Source: an optimization exercise on an open RTL-to-GDS flow (aim: small area and a short achievable clock period). Production flows keep margins and buffers that such runs may drop.
The RTL was checked by simulation tests, not by an equivalence proof against the original design.

JK:
Design fu_mul_lat3_32b, start of the top module:
module fu_mul_lat3_32b (
  input  logic        clk,
  input  logic        reset,
  input  logic        io_glock,
  input  logic [31:0] io_o1data,
  input  logic        io_o1load,
  input  logic [31:0] io_t1data,
  input  logic        io_t1load,
  input  logic [1:0]  io_t1opcode,
  output logic [31:0] io_r1data,
  output logic        io_r1valid
);
Settings: LEC_CHECK=0, CAP_MARGIN=20, CORE_MARGIN=2, CORE_UTILIZATION=55, CTS_CLUSTER_SIZE=20, SETUP_SLACK_MARGIN=4.6, SLEW_MARGIN=20, SYNTH_HIERARCHICAL=1, SYNTH_MINIMUM_KEEP_SIZE=0; clock period 8.5 ns.
run.sh (not shown) runs the stock make flow with config.mk's settings and CLKGATE_MAP_FILE= SYNTH_SCRIPT=/design/flow/synth_recipe.tcl, a recipe that flattens the netlist after the stock synthesis.
### JK -> MS
Settings: a change of SETUP_SLACK_MARGIN from 4.6 to 4.8; a change of CAP_MARGIN from 20 to 35.
==> flow/flow/run.sh (new file) <==
#!/bin/bash
# Layout flow: the standard layout (standard.sh, unchanged synthesis and
# steps), except that the port buffers inserted before global placement are
# sky130_fd_sc_hd__buf_2 cells instead of the delay cell buffer_ports picks by
# default. Every input and output port still gets its own buffer.
# The make output goes to standard.log in this folder; the tools' own logs are
# under orfs/logs/ as standard.sh writes them.
export BUFFER_PORTS_ARGS="-buffer_cell sky130_fd_sc_hd__buf_2"
bash standard.sh > standard.log 2>&1
status=$?
tail -n 30 standard.log
exit $status
==> flow/standard.sh (new file) <==
#!/bin/bash
# synth_recipe.tcl (not shown) runs the flow's synth.tcl, then flattens the netlist and writes it again
# the make line also repeats each setting of config.mk as NAME=value (left out here)
make -C /OpenROAD-flow-scripts/flow DESIGN_CONFIG=/design/flow/config.mk WORK_HOME=/design/flow/orfs CLKGATE_MAP_FILE= SYNTH_SCRIPT=/design/flow/synth_recipe.tcl "${@:-finish}"
removed: flow/run.sh
## What came out
MS vs JK — clock period minus final worst setup slack dropped 0.15 ns. MS against JK: number of detailed-routing iterations run before antenna repair grew by 4; total of max-cap violations has remained practically unchanged. Critical path launch point = s1A3_q[26]$_DFFE_PP_: JK; critical path launch point = s1A3_q[16]$_DFFE_PP_: MS. MS vs. JK: setup clock skew after layout fell 0.012 ns, slew at the pin closest to its max-slew limit fell 0.11 ns. MS — routed wire length on met2 about 5% higher, JK as reference.
Setup changes, MS to AL
Settings: SETUP_SLACK_MARGIN now 4.6, was 4.8; CAP_MARGIN now 50, was 35.
When the final numbers for MS and AL were put side by side, the post-route cell area turned out to be greater in MS.
Diff MS -> AL: total wire length after detailed routing decreased 4.9%; via density per instance has decreased; post-synthesis to final-layout area growth decreased by 2.9 points relative to the old numbers; hold slack shows an increase of 0.0039 ns.
Inputs modified between AL and TR:
Settings: CTS_CLUSTER_SIZE: 20 -> 32; CAP_MARGIN: 50 -> 20.
==> comparison <==
When the final numbers for AL and TR were put side by side, the non-clock buffer share of cell area turned out to be greater in AL.
Relative to AL, the clock-buffer cell count measured on TR has decreased by more than a quarter.
Summary of TR over AL: non-clock buffer count saw a decrease, area of all placed cells without fillers saw a decrease, maximum clock skew at final layout saw an increase.
Looking only at aggregate routed wire length, and setting everything else aside, the lower value of AL and TR goes to TR.
Where minimum setup slack in the final design is concerned, AL is better than TR.
Run comparison: AL slowest stage cell on the critical path fa_1; TR slowest stage cell on the critical path edfxtp_1
Delta (TR minus AL): total via count after detailed routing has decreased, post-synthesis to final-layout area growth -3.9 points.
#### Input delta (PW over TR)
Settings: swapping 32 for 20 in CTS_CLUSTER_SIZE.
==> comparison <==
- PW vs. TR: overall fraction of global-route tracks in use ~0 delta; final non-filler cell area ~0 delta; number of hold-slack violations in the final timing report ~0 delta; first-pass GRT wire length ~0 delta.
- What TR reported for count of clock-buffer cells in the layout has to be multiplied by 1.05 to get the figure for PW.
- In the tables for PW and TR, portion of the clock cycle consumed by the worst path in the final layout reads higher with PW.


fu_mul_lat3_32b again, from the RTL that the note above started with.
// fu_mul_lat3_32b
module fu_mul_lat3_32b (
  input  logic        clk,
  input  logic        reset,
  input  logic        io_glock,
  input  logic [31:0] io_o1data,
  input  logic        io_o1load,
  input  logic [31:0] io_t1data,
  input  logic        io_t1load,
  input  logic [1:0]  io_t1opcode,
  output logic [31:0] io_r1data,
  output logic        io_r1valid
);
  logic [9:0]  o1X1_q, o1X2_q, o1X3_q, o1X4_q, o1Ng_q;
  logic [2:0]  o1Top_q;    
  logic [32:0] s1A_q;      
  logic [34:0] s1A3_q;     
  logic        s1SB_q;     
  logic        s1Hi_q;     
  logic        s1Valid_q;
  logic [139:0] s2Cs_q;   
  logic        s2Hi_q;
  logic        s2Valid_q;
  logic [31:0] r1Data_q;
  logic        r1Valid_q;
  logic        trigger;
  logic [32:0] aExt;
  logic [34:0] a3;
  assign trigger = io_t1load & ~io_glock;
  assign aExt = {io_t1opcode[1] & io_t1data[31], io_t1data};
  assign a3 = {{2{aExt[32]}}, aExt} + {aExt[32], aExt, 1'b0};
  logic [10:0] x1, x2, x3, x4, ng;
  logic [30:0] wbx;   
  logic [9:0]  wX1, wX2, wX3, wX4, wNg;
  assign wbx = {io_o1data[29:0], 1'b0};
  always_comb begin
    for (int i = 0; i < 10; i++) begin
      wX1[i] = (wbx[3*i+1] ^ wbx[3*i]) & ~(wbx[3*i+2] ^ wbx[3*i+3]);
      wX3[i] = (wbx[3*i+1] ^ wbx[3*i]) & (wbx[3*i+2] ^ wbx[3*i+3]);
      wX2[i] = ~(wbx[3*i+1] ^ wbx[3*i]) & (wbx[3*i+2] ^ wbx[3*i+1]);
      wX4[i] = ~(wbx[3*i+1] ^ wbx[3*i]) & ~(wbx[3*i+2] ^ wbx[3*i+1]) & (wbx[3*i+2] ^ wbx[3*i+3]);
      wNg[i] = wbx[3*i+3] & ~(wbx[3*i+2] & wbx[3*i+1] & wbx[3*i]);
    end
  end
  logic [3:0] tbx;   
  logic [0:0] tX1, tX2, tX3, tX4, tNg;
  assign tbx = {s1SB_q & o1Top_q[2], o1Top_q};
  always_comb begin
    for (int i = 0; i < 1; i++) begin
      tX1[i] = (tbx[3*i+1] ^ tbx[3*i]) & ~(tbx[3*i+2] ^ tbx[3*i+3]);
      tX3[i] = (tbx[3*i+1] ^ tbx[3*i]) & (tbx[3*i+2] ^ tbx[3*i+3]);
      tX2[i] = ~(tbx[3*i+1] ^ tbx[3*i]) & (tbx[3*i+2] ^ tbx[3*i+1]);
      tX4[i] = ~(tbx[3*i+1] ^ tbx[3*i]) & ~(tbx[3*i+2] ^ tbx[3*i+1]) & (tbx[3*i+2] ^ tbx[3*i+3]);
      tNg[i] = tbx[3*i+3] & ~(tbx[3*i+2] & tbx[3*i+1] & tbx[3*i]);
    end
  end
  assign x1 = {tX1, o1X1_q};
  assign x2 = {tX2, o1X2_q};
  assign x3 = {tX3, o1X3_q};
  assign x4 = {tX4, o1X4_q};
  assign ng = {tNg, o1Ng_q};
  logic [34:0] pp0;
  logic [34:0] pp1;
  logic [34:0] pp2;
  logic [34:0] pp3;
  logic [34:0] pp4;
  logic [34:0] pp5;
  logic [34:0] pp6;
  logic [34:0] pp7;
  ...
Settings: LEC_CHECK=0, CAP_MARGIN=20, CORE_MARGIN=2, CORE_UTILIZATION=55, CTS_BUF_LIST=sky130_fd_sc_hd__clkbuf_4 sky130_fd_sc_hd__clkbuf_8, CTS_CLUSTER_SIZE=20, SETUP_SLACK_MARGIN=4.6, SLEW_MARGIN=20, SYNTH_HIERARCHICAL=1, SYNTH_MINIMUM_KEEP_SIZE=0; clock period 8.5 ns.
standard.sh (not shown) runs the stock make flow with config.mk's settings and CLKGATE_MAP_FILE= SYNTH_SCRIPT=/design/flow/synth_recipe.tcl, a recipe that flattens the netlist after the stock synthesis.
==> flow/flow/run.sh <==
#!/bin/bash
# Layout flow: the standard layout (standard.sh, unchanged synthesis and
# steps), except that the port buffers inserted before global placement are
# sky130_fd_sc_hd__buf_2 cells instead of the delay cell buffer_ports picks by
# default. Every input and output port still gets its own buffer.
# The make output goes to standard.log in this folder; the tools' own logs are
# under orfs/logs/ as standard.sh writes them.
export BUFFER_PORTS_ARGS="-buffer_cell sky130_fd_sc_hd__buf_2"
bash standard.sh > standard.log 2>&1
status=$?
tail -n 30 standard.log
exit $status
The first run ran to the end with no violations.
Next try:
==> flow/run.sh (new file) <==
#!/bin/bash
# synth_recipe.tcl (not shown) runs the flow's synth.tcl, then flattens the netlist and writes it again
# the make line also repeats each setting of config.mk as NAME=value (left out here)
make -C /OpenROAD-flow-scripts/flow DESIGN_CONFIG=/design/flow/config.mk WORK_HOME=/design/flow/orfs CLKGATE_MAP_FILE= SYNTH_SCRIPT=/design/flow/synth_recipe.tcl finish
- CTS_BUF_LIST: sky130_fd_sc_hd__clkbuf_4 sky130_fd_sc_hd__clkbuf_8 -> default
- SETUP_SLACK_MARGIN: 4.6 -> 4.45
removed: flow/flow/run.sh
removed: flow/standard.sh
After rerunning:
- core utilization grows by 0.90 points
- global-route usage shrinks by 0.65 points
- via count shrinks by 1.2%
Next try:
==> flow/flow/run.sh (new file) <==
#!/bin/bash
# Layout flow: the standard layout (standard.sh, unchanged synthesis and
# steps), except that the port buffers inserted before global placement are
# sky130_fd_sc_hd__buf_2 cells instead of the delay cell buffer_ports picks by
# default. Every input and output port still gets its own buffer.
# The make output goes to standard.log in this folder; the tools' own logs are
# under orfs/logs/ as standard.sh writes them.
export BUFFER_PORTS_ARGS="-buffer_cell sky130_fd_sc_hd__buf_2"
bash standard.sh > standard.log 2>&1
status=$?
tail -n 30 standard.log
exit $status
==> flow/standard.sh (new file) <==
#!/bin/bash
# synth_recipe.tcl (not shown) runs the flow's synth.tcl, then flattens the netlist and writes it again
# the make line also repeats each setting of config.mk as NAME=value (left out here)
make -C /OpenROAD-flow-scripts/flow DESIGN_CONFIG=/design/flow/config.mk WORK_HOME=/design/flow/orfs CLKGATE_MAP_FILE= SYNTH_SCRIPT=/design/flow/synth_recipe.tcl "${@:-finish}"
- CAP_MARGIN: 20 -> 35
- SETUP_SLACK_MARGIN: 4.45 -> 4.7
removed: flow/run.sh
=> The changed run finished clean; cell count rose slightly; setup slack gains 0.21 ns; non-clock buffer count rose by 36; clock skew fell by 0.0055 ns; worst hold slack gains 0.0045 ns.

[what the ideal ports hide]
Ports are ideal in the flow. The routed layouts listed here were re-timed in OpenROAD. Step 1: set_driving_cell puts a clkbuf_16 on clk and a buf_2 on each other input, an assumption about the parent block. Step 2 times the ports against the registers' clock, not the clock port: input delays grow and output delays shrink by t, the midpoint of the rising clock arrivals with the driver on. Three values: ideal, step 1, step 2; two values: the first two.
| run | shift t [ns] | slack for setup (ns) | worst setup path at the end |
|---|---|---|---|
| JK | 0.617 | 4.546 / 4.546 / 4.055 | input to register |
| MS | 0.657 | 4.695 / 4.695 / 4.160 | input to register |
| AL | 0.639 | 4.629 / 4.629 / 4.106 | input to register |
| TR | 0.640 | 4.517 / 4.517 / 4.135 | input to register |
| PW | 0.637 | 4.502 / 4.502 / 4.124 | input to register |
| the first run of note 2 | 0.732 | 4.537 / 4.537 / 4.072 | input to register |
| the second run of note 2 | 0.635 | 4.431 / 4.431 / 3.954 | input to register |
| the third run of note 2 | 0.631 | 4.640 / 4.640 / 4.068 | input to register |
After both steps setup and hold are still met in every run listed. For the third run of note 2, which loses most, drivers alone change the setup slack by 0.000 ns; drivers and shift together by -0.572 ns.
